This design comes from an exercise in tuning for small area, a short achievable clock period and few clock cycles per item on the open sky130 flow, not from production work. At most, simulation tests tie the RTL to the original design; equivalence was not proved. Power figures rest on the tool's default switching activity, not on a simulated workload.

## red
==> flow/design.v <==
package uvsig_pkg;
    function automatic logic [8:0] inc8(input logic [7:0] x);
        logic [8:0] r;
        logic [7:0] lowmask;
        begin
            r[0] = !x[0];
            for (int i = 1; i < 8; i++)
            begin
                lowmask = 8'((9'd1 << i) - 9'd1);
                r[i] = x[i] ^ (&(x | ~lowmask));
            end
            r[8] = &x;
            inc8 = r;
        end
    endfunction
    function automatic logic [15:0] add16_8(input logic [15:0] a, input logic [7:0] b, input logic ci);
        logic [8:0] lo;
        logic [8:0] hi;
        begin
            lo = {1'b0, a[7:0]} + {1'b0, b} + {8'd0, ci};
            hi = inc8(a[15:8]);
            add16_8 = {lo[8] ? hi[7:0] : a[15:8], lo[7:0]};
        end
    endfunction
endpackage
import uvsig_pkg::*;
module uvsig_calc (
    input  logic [15:0] r0,
    input  logic [15:0] r1,
    input  logic [7:0]  col,
    input  logic        a_r1,      
    input  logic        a_oe,      
    input  logic        a_ci,      
    input  logic        b_r0,      
    input  logic        b_r1,      
    input  logic        d_r0,      
    input  logic        d_r1,      
    input  logic        d_oe,      
    input  logic        d_ci,      
    output logic [15:0] first_index,
    output logic [15:0] second_index,
    output logic [15:0] third_index
);
    logic [15:0] a_base, b_base, d_base;
    assign a_base = a_r1 ? r1 : r0;
    assign b_base = (r0 & {16{b_r0}}) | (r1 & {16{b_r1}});
    assign d_base = (r0 & {16{d_r0}}) | (r1 & {16{d_r1}});
    assign first_index  = uvsig_pkg::add16_8(a_base, col & {8{a_oe}}, a_ci);
    assign second_index = uvsig_pkg::add16_8(b_base, col, 1'b0);
    assign third_index  = uvsig_pkg::add16_8(d_base, col & {8{d_oe}}, d_ci);
endmodule
import uvsig_pkg::*;
module uv_sphere_index_generator (
    input  logic         clk,
    input  logic         rst_n,
    input  logic         cfg_write,
    input  logic         cfg_index,
    input  logic [8:0]   cfg_data,
    input  logic         in_valid,
    output logic         in_ready,
    input  logic         restart,
    output logic         out_valid,
    input  logic         out_ready,
    output logic [15:0]  first_index,
    output logic [15:0]  second_index,
    output logic [15:0]  third_index,
    output logic         last_triangle
);
    logic [7:0] vm3, hm1;
    logic       lo3, hi256;
    logic [7:0] cfg_m1;
    logic [8:0] hval;
    assign lo3    = (cfg_data[8:2] == 7'd0);
    assign hi256  = cfg_data[8] && (cfg_data[7:0] != 8'd0);
    assign cfg_m1 = cfg_data[7:0] - 8'd1;
    assign hval   = uvsig_pkg::inc8(hm1);
    always_ff @(posedge clk or negedge rst_n)
    begin
        if (!rst_n)
        begin
            vm3 <= 8'd0;
            hm1 <= 8'd2;
        end
        else if (cfg_write)
        begin
            if (cfg_index)
                hm1 <= lo3 ? 8'd2 : (hi256 ? 8'd255 : cfg_m1);
            else
                vm3 <= lo3 ? 8'd0 : (hi256 ? 8'd253 : cfg_data[7:0] - 8'd3);
        end
    end
    logic       ov, rq_v, sp, stale, busy, rdy;
    logic [3:0] step;
    logic       mb, hz;
    logic        cap, wrp, half, wf;
    logic [7:0]  band, col;
    logic [15:0] r0, r1;
    logic        a_r1, a_oe, a_ci, b_r0, d_r0, d_oe, d_ci;
    logic [15:0] oa, ob, od;
    logic        ol;
    logic src_v, rs, out_free, emit, wreset;
    assign in_ready = !rq_v;
    assign src_v    = rq_v || in_valid;
    assign rs       = (!rq_v && restart) || sp;
    assign out_free = !ov || out_ready;
    assign wreset   = src_v && rs;
    assign emit     = rdy && out_free && (rq_v || (in_valid && !restart));
    logic [8:0] col_inc, band_inc;
    logic       c1ge, cge, band_end, natural, last;
    assign col_inc  = uvsig_pkg::inc8(col);
    assign band_inc = uvsig_pkg::inc8(band);
    assign c1ge     = col_inc >= {1'b0, hm1};
    assign cge      = col >= hm1;
    assign band_end = band >= vm3;
    assign natural  = band == vm3;
    assign last     = wrp && half;
    logic       n_cap, n_wrp, n_half, n_wf;
    logic [7:0] n_band, n_col;
    logic       n_base0, n_step, n_bad;
    logic       fin, done, start_rc;
    assign fin      = busy && step[3];
    assign done     = fin && (step[0] || !cap);
    assign start_rc = stale && !busy && !sp;
    always_comb
    begin
        n_cap   = cap;
        n_wrp   = wrp;
        n_half  = !half;
        n_wf    = wf;
        n_band  = band;
        n_col   = col;
        n_base0 = 1'b0;
        n_step  = 1'b0;
        n_bad   = 1'b0;
        if (wreset)
        begin
            n_base0 = 1'b1;
            n_cap   = 1'b0;
            n_wrp   = 1'b0;
            n_half  = 1'b0;
            n_wf    = 1'b0;
            n_band  = 8'd0;
            n_col   = 8'd0;
        end
        else if (busy)
        begin
            n_half = half;
            n_wf   = wrp || cge;
            if (wrp)
                n_col = hm1;
        end
        else if (last)
        begin
            n_base0 = 1'b1;
            n_cap   = 1'b0;
            n_wrp   = 1'b0;
            n_half  = 1'b0;
            n_wf    = 1'b0;
            n_band  = 8'd0;
            n_col   = 8'd0;
        end
        else if (half)
        begin
            if (!cap)
            begin
                if (wf)
                begin
                    n_col  = 8'd0;
                    n_wf   = 1'b0;
                    n_step = 1'b1;
                    if (band_end)
                    begin
                        n_band = 8'd0;
                        n_cap  = 1'b1;
                        n_bad  = !natural;
                    end
                    else
                    begin
                        n_band = band_inc[7:0];
                    end
                end
                else
                begin
                    n_col = col_inc[7:0];
                    n_wf  = c1ge;
                end
            end
            else
            begin
                if (c1ge)
                begin
                    n_col = hm1;
                    n_wrp = 1'b1;
                    n_wf  = 1'b1;
                end
                else
                begin
                    n_col = col_inc[7:0];
                    n_wf  = 1'b0;
                end
            end
        end
    end
    logic [7:0]  mult;
    logic        horner, add_h;
    logic [15:0] add_a, add_s;
    assign mult   = cap ? vm3 : band;
    assign horner = hz;
    assign add_h  = horner ? mb : 1'b1;
    assign add_a  = horner ? {r1[14:0], 1'b0} : r1;
    assign add_s  = uvsig_pkg::add16_8(add_a, hm1 & {8{add_h}}, add_h);
    logic sp_n, stale_n, busy_n;
    always_comb
    begin
        sp_n    = sp && !wreset;
        stale_n = stale;
        busy_n  = busy;
        if (cfg_write)
        begin
            stale_n = 1'b1;
            busy_n  = 1'b0;
        end
        else if (wreset)
        begin
            stale_n = 1'b0;
            busy_n  = 1'b0;
        end
        else if (emit)
        begin
            if (n_bad)
                stale_n = 1'b1;
        end
        else if (start_rc)
        begin
            busy_n = 1'b1;
        end
        else if (done)
        begin
            busy_n  = 1'b0;
            stale_n = 1'b0;
        end
    end
    always_ff @(posedge clk or negedge rst_n)
    begin
        if (!rst_n)
        begin
            ov    <= 1'b0;
            rq_v  <= 1'b0;
            sp    <= 1'b1;
            stale <= 1'b0;
            busy  <= 1'b0;
            rdy   <= 1'b0;
            hz    <= 1'b0;
            step  <= 4'd0;
        end
        else
        begin
            if (emit)
                ov <= 1'b1;
            else if (out_ready)
                ov <= 1'b0;
            if (rq_v)
                rq_v <= !emit;
            else
                rq_v <= in_valid && !emit;
            sp    <= sp_n;
            stale <= stale_n;
            busy  <= busy_n;
            rdy   <= !sp_n && !stale_n && !busy_n;
            hz <= busy_n && (start_rc || (step[2:0] != 3'd7 && !step[3]));
            if (start_rc)
                step <= 4'd0;
            else if (busy)
                step <= step + 4'd1;
        end
    end
    logic [15:0] t_a, t_b, t_d;
    uvsig_calc u_calc (
        .r0           (r0),
        .r1           (r1),
        .col          (col),
        .a_r1         (a_r1),
        .a_oe         (a_oe),
        .a_ci         (a_ci),
        .b_r0         (b_r0),
        .b_r1         (!cap),
        .d_r0         (d_r0),
        .d_r1         (half),
        .d_oe         (d_oe),
        .d_ci         (d_ci),
        .first_index  (t_a),
        .second_index (t_b),
        .third_index  (t_d)
    );
    always_ff @(posedge clk)
    begin
        if (emit)
        begin
            oa <= t_a;
            ob <= t_b;
            od <= t_d;
            ol <= last;
        end
        if (start_rc)
            mb <= mult[7];
        else
            mb <= mult[3'd6 - step[2:0]];
        if (emit || wreset || done)
        begin
            cap  <= n_cap;
            wrp  <= n_wrp;
            half <= n_half;
            band <= n_band;
            col  <= n_col;
            wf   <= n_wf;
            a_r1 <= n_cap && !n_half;
            a_oe <= (!n_cap && !n_half) || (!(n_cap && !n_half) && !n_wf);
            a_ci <= n_half && !n_wf;
            b_r0 <= n_cap && n_half;
            d_r0 <= !n_cap && !n_half;
            d_oe <= !n_wf && !(n_cap && n_half);
            d_ci <= (n_cap && n_half) || !n_wf;
        end
        if (emit || wreset)
        begin
            if (n_base0)
            begin
                r0 <= 16'd0;
                r1 <= {7'd0, hval};
            end
            else if (n_step)
            begin
                r0 <= r1;
                r1 <= add_s;
            end
        end
        else if (start_rc)
        begin
            r1 <= 16'd0;
        end
        else if (busy)
        begin
            if (step[3])
                r0 <= r1;
            r1 <= add_s;
        end
    end
    assign out_valid     = ov;
    assign first_index   = oa;
    assign second_index  = ob;
    assign third_index   = od;
    assign last_triangle = ol;
endmodule
export LEC_CHECK = 0
export ABC_AREA = 1
export CAP_MARGIN = 20
export CORE_MARGIN = 2
export CORE_UTILIZATION = 40
export SETUP_SLACK_MARGIN = 3.0
export SLEW_MARGIN = 20
create_clock -name core_clock -period 5.5 [get_ports {clk}]
standard.sh (not shown) runs the stock make flow with config.mk's settings and CLKGATE_MAP_FILE= SYNTH_SCRIPT=/design/flow/synth_recipe.tcl, a recipe that flattens the netlist after the stock synthesis.
==> flow/flow/run.sh <==
#!/bin/bash
# The standard layout, with two changes: the port buffers are plain buffers
# (sky130_fd_sc_hd__buf_2) rather than the cell buffer_ports picks by itself,
# and synthesis leaves adders to ABC instead of mapping them to full/half
# adder cells first (ADDER_MAP_FILE empty). Registers are unchanged.
set -euo pipefail
bash standard.sh finish "BUFFER_PORTS_ARGS=-buffer_cell sky130_fd_sc_hd__buf_2" "ADDER_MAP_FILE=" > flow_make.log 2>&1
red: full flow OK, the timing, design-rule and antenna checks passed
Testbench counts of red, summed over its fixed seeds: cycles 115,328, items 115,072.
## Diff of input files: blue against red
--- a/flow/design.v
+++ b/flow/design.v
@@ -87,36 +87,36 @@
                 hm1 <= lo3 ? 8'd2 : (hi256 ? 8'd255 : cfg_m1);
             else
                 vm3 <= lo3 ? 8'd0 : (hi256 ? 8'd253 : cfg_data[7:0] - 8'd3);
         end
     end
-    logic       ov, rq_v, sp, stale, busy, rdy;
+    logic       ov, rq_v, rq_rs, sp, stale, busy, rdy;
     logic [3:0] step;
     logic       mb, hz;
     logic        cap, wrp, half, wf;
+    logic        c1r;        
     logic [7:0]  band, col;
     logic [15:0] r0, r1;
     logic        a_r1, a_oe, a_ci, b_r0, d_r0, d_oe, d_ci;
     logic [15:0] oa, ob, od;
     logic        ol;
-    logic src_v, rs, out_free, emit, wreset;
+    logic out_free, emit, wreset;
     assign in_ready = !rq_v;
-    assign src_v    = rq_v || in_valid;
-    assign rs       = (!rq_v && restart) || sp;
     assign out_free = !ov || out_ready;
-    assign wreset   = src_v && rs;
-    assign emit     = rdy && out_free && (rq_v || (in_valid && !restart));
+    assign wreset   = rq_v && rq_rs;
+    assign emit     = rdy && out_free && (rq_v ? !rq_rs : (in_valid && !restart));
     logic [8:0] col_inc, band_inc;
-    logic       c1ge, cge, band_end, natural, last;
+    logic       c1ge, c2ge, cge, band_end, natural, last;
     assign col_inc  = uvsig_pkg::inc8(col);
     assign band_inc = uvsig_pkg::inc8(band);
     assign c1ge     = col_inc >= {1'b0, hm1};
     assign cge      = col >= hm1;
+    assign c2ge     = ({1'b0, col} + 9'd2) >= {1'b0, hm1};
     assign band_end = band >= vm3;
     assign natural  = band == vm3;
     assign last     = wrp && half;
-    logic       n_cap, n_wrp, n_half, n_wf;
+    logic       n_cap, n_wrp, n_half, n_wf, n_c1;
     logic [7:0] n_band, n_col;
     logic       n_base0, n_step, n_bad;
     logic       fin, done, start_rc;
     assign fin      = busy && step[3];
     assign done     = fin && (step[0] || !cap);
@@ -125,10 +125,11 @@
     begin
         n_cap   = cap;
         n_wrp   = wrp;
         n_half  = !half;
         n_wf    = wf;
+        n_c1    = c1r;
         n_band  = band;
         n_col   = col;
         n_base0 = 1'b0;
         n_step  = 1'b0;
         n_bad   = 1'b0;
@@ -137,27 +138,30 @@
             n_base0 = 1'b1;
             n_cap   = 1'b0;
             n_wrp   = 1'b0;
             n_half  = 1'b0;
             n_wf    = 1'b0;
+            n_c1    = 1'b0;
             n_band  = 8'd0;
             n_col   = 8'd0;
         end
         else if (busy)
         begin
             n_half = half;
             n_wf   = wrp || cge;
+            n_c1   = wrp || c1ge;
             if (wrp)
                 n_col = hm1;
         end
         else if (last)
         begin
             n_base0 = 1'b1;
             n_cap   = 1'b0;
             n_wrp   = 1'b0;
             n_half  = 1'b0;
             n_wf    = 1'b0;
+            n_c1    = 1'b0;
             n_band  = 8'd0;
             n_col   = 8'd0;
         end
         else if (half)
         begin
@@ -165,10 +169,11 @@
             begin
                 if (wf)
                 begin
                     n_col  = 8'd0;
                     n_wf   = 1'b0;
+                    n_c1   = 1'b0;
                     n_step = 1'b1;
                     if (band_end)
                     begin
                         n_band = 8'd0;
                         n_cap  = 1'b1;
@@ -180,25 +185,28 @@
                     end
                 end
                 else
                 begin
                     n_col = col_inc[7:0];
-                    n_wf  = c1ge;
+                    n_wf  = c1r;
+                    n_c1  = c2ge;
                 end
             end
             else
             begin
-                if (c1ge)
+                if (c1r)
                 begin
                     n_col = hm1;
                     n_wrp = 1'b1;
                     n_wf  = 1'b1;
+                    n_c1  = 1'b1;
                 end
                 else
                 begin
                     n_col = col_inc[7:0];
                     n_wf  = 1'b0;
+                    n_c1  = c2ge;
                 end
             end
         end
     end
     logic [7:0]  mult;
@@ -292,10 +300,14 @@
         .second_index (t_b),
         .third_index  (t_d)
     );
     always_ff @(posedge clk)
     begin
+        if (!rq_v)
+            rq_rs <= restart || sp;
+        else if (wreset)
+            rq_rs <= 1'b0;
         if (emit)
         begin
             oa <= t_a;
             ob <= t_b;
             od <= t_d;
@@ -311,10 +323,11 @@
             wrp  <= n_wrp;
             half <= n_half;
             band <= n_band;
             col  <= n_col;
             wf   <= n_wf;
+            c1r  <= n_c1;
             a_r1 <= n_cap && !n_half;
             a_oe <= (!n_cap && !n_half) || (!(n_cap && !n_half) && !n_wf);
             a_ci <= n_half && !n_wf;
             b_r0 <= n_cap && n_half;
             d_r0 <= !n_cap && !n_half;
Placed instance area (blue over red): increase, 540 um2
The run showing the greater transition time at the pin with the least slew margin is red.
blue vs. red: setup slack rose by 0.057 ns; via count of the first global-routing pass level; met1 track utilization from global routing went up; minimum period implied by the final worst setup slack went down by 0.057 ns; final cell count up about 5.3%.
blue gives more power in sequential cells than red did.
In the flow results for red and blue, the power share of the sequential group is smaller on blue.
Reported for red and blue, number of port buffers turned out identical to the last digit.
Measured against each other, red and blue differ in final non-filler cell area, the lower figure coming from red.
blue: number of vias per cell 0.13 below red
Function not checked in blue: the RTL went through the layout flow alone.

* * *

## south
Another version of the RTL of uv_sphere_index_generator (not shown whole).
Size: roughly 140 flip-flops, roughly 67 I/O pins.
// uv_sphere_index_generator
module uv_sphere_index_generator (
    input  logic         clk,
    input  logic         rst_n,
    input  logic         cfg_write,
    input  logic         cfg_index,
    input  logic [8:0]   cfg_data,
    input  logic         in_valid,
    output logic         in_ready,
    input  logic         restart,
    output logic         out_valid,
    input  logic         out_ready,
    output logic [15:0]  first_index,
    output logic [15:0]  second_index,
    output logic [15:0]  third_index,
    output logic         last_triangle
);
clock: 5.5 ns
lec_check: 0
abc_area: 1
cap_margin: 20
core_margin: 2
core_utilization: 40
setup_slack_margin: 3.2
slew_margin: 20
Scripts as last shown in full above: flow/flow/run.sh
For middle, these inputs were changed with respect to south:
--- a/flow/design.v
+++ b/flow/design.v
@@ -82,35 +82,37 @@
             hm1 <= 8'd2;
         end
         else if (cfg_write)
         begin
             if (cfg_index)
                 hm1 <= lo3 ? 8'd2 : (hi256 ? 8'd255 : cfg_m1);
             else
                 vm3 <= lo3 ? 8'd0 : (hi256 ? 8'd253 : cfg_data[7:0] - 8'd3);
         end
     end
-    logic       ov, rq_v, rq_rs, sp, stale, busy, rdy;
+    logic       ov, rq_v, sp, stale, busy, rdy;
     logic [3:0] step;
     logic       mb, hz;
     logic        cap, wrp, half, wf;
     logic        c1r;        
     logic [7:0]  band, col;
     logic [15:0] r0, r1;
     logic        a_r1, a_oe, a_ci, b_r0, d_r0, d_oe, d_ci;
     logic [15:0] oa, ob, od;
     logic        ol;
-    logic out_free, emit, wreset;
+    logic src_v, rs, out_free, emit, wreset;
     assign in_ready = !rq_v;
+    assign src_v    = rq_v || in_valid;
+    assign rs       = (!rq_v && restart) || sp;
     assign out_free = !ov || out_ready;
-    assign wreset   = rq_v && rq_rs;
-    assign emit     = rdy && out_free && (rq_v ? !rq_rs : (in_valid && !restart));
+    assign wreset   = src_v && rs;
+    assign emit     = rdy && out_free && (rq_v || (in_valid && !restart));
     logic [8:0] col_inc, band_inc;
     logic       c1ge, c2ge, cge, band_end, natural, last;
     assign col_inc  = uvsig_pkg::inc8(col);
     assign band_inc = uvsig_pkg::inc8(band);
     assign c1ge     = col_inc >= {1'b0, hm1};
     assign cge      = col >= hm1;
     assign c2ge     = ({1'b0, col} + 9'd2) >= {1'b0, hm1};
     assign band_end = band >= vm3;
     assign natural  = band == vm3;
     assign last     = wrp && half;
@@ -268,21 +270,21 @@
             else if (out_ready)
                 ov <= 1'b0;
             if (rq_v)
                 rq_v <= !emit;
             else
                 rq_v <= in_valid && !emit;
             sp    <= sp_n;
             stale <= stale_n;
             busy  <= busy_n;
             rdy   <= !sp_n && !stale_n && !busy_n;
-            hz <= start_rc || (busy && step[2:0] != 3'd7 && !step[3]);
+            hz <= busy_n && (start_rc || (step[2:0] != 3'd7 && !step[3]));
             if (start_rc)
                 step <= 4'd0;
             else if (busy)
                 step <= step + 4'd1;
         end
     end
     logic [15:0] t_a, t_b, t_d;
     uvsig_calc u_calc (
         .r0           (r0),
         .r1           (r1),
@@ -295,24 +297,20 @@
         .d_r0         (d_r0),
         .d_r1         (half),
         .d_oe         (d_oe),
         .d_ci         (d_ci),
         .first_index  (t_a),
         .second_index (t_b),
         .third_index  (t_d)
     );
     always_ff @(posedge clk)
     begin
-        if (!rq_v)
-            rq_rs <= restart || sp;
-        else if (wreset)
-            rq_rs <= 1'b0;
         if (emit)
         begin
             oa <= t_a;
             ob <= t_b;
             od <= t_d;
             ol <= last;
         end
         if (start_rc)
             mb <= mult[7];
         else
## What came out
When the final numbers for middle and south were put side by side, the pre-CTS worst setup slack turned out to be greater in south. Compared to south, middle was floorplanned on a smaller die. Re clock-buffer cell count: south was higher than middle. Per the comparison of middle with south, design area now sits lower, area share of xor/xnor cells in the synthesized design increased by 0.34 points relative to the old numbers. Sort middle and south by global-route usage, ascending, and south comes first. In the flow results for middle and south, the clock network power consumption is larger on south. In the tables for middle and south, wire length on met1 reads lower with south. Cmp middle and south / met2 usage / lower: middle. middle: net count after synthesis lower than south.
Testbench counts of middle, summed over its fixed seeds: cycles 115,328, items 115,072.
No functional check of the RTL was part of south.

port drivers added, routing unchanged:
In the flow no input, the clock included, has a driving cell. The finished layouts below were timed again as built, in two steps. Step 1: set_driving_cell puts a clkbuf_16 on clk and a buf_2 on each other input, an assumption about the parent block. Step 2, shift: input delay + t, output delay - t, t = (earliest + latest rising clock arrival at the registers) / 2. This alone moves slack from input paths to output paths. Three values: ideal, step 1, step 2; two values: the first two.
| run | t (ns) | setup slack, ns | hold slack, ns | clock arrival spread, ns | cell pins on the clock port's net |
|---|---|---|---|---|---|
| red | 0.474 | 3.041 / 3.063 / 2.592 | 0.541 / 0.541 / 0.541 | 0.018 / 0.017 | 1 |
| blue | 0.468 | 3.098 / 3.124 / 2.656 | 0.543 / 0.543 / 0.543 | 0.011 / 0.011 | 1 |
| south | 0.468 | 3.264 / 3.287 / 2.819 | 0.500 / 0.500 / 0.500 | 0.012 / 0.012 | 1 |
| middle | 0.479 | 3.279 / 3.279 / 2.829 | 0.535 / 0.535 / 0.535 | 0.010 / 0.010 | 1 |
After both steps setup and hold are still met in every run listed. For middle, which loses most, drivers alone change the setup slack by 0.000 ns; drivers and shift together by -0.450 ns.
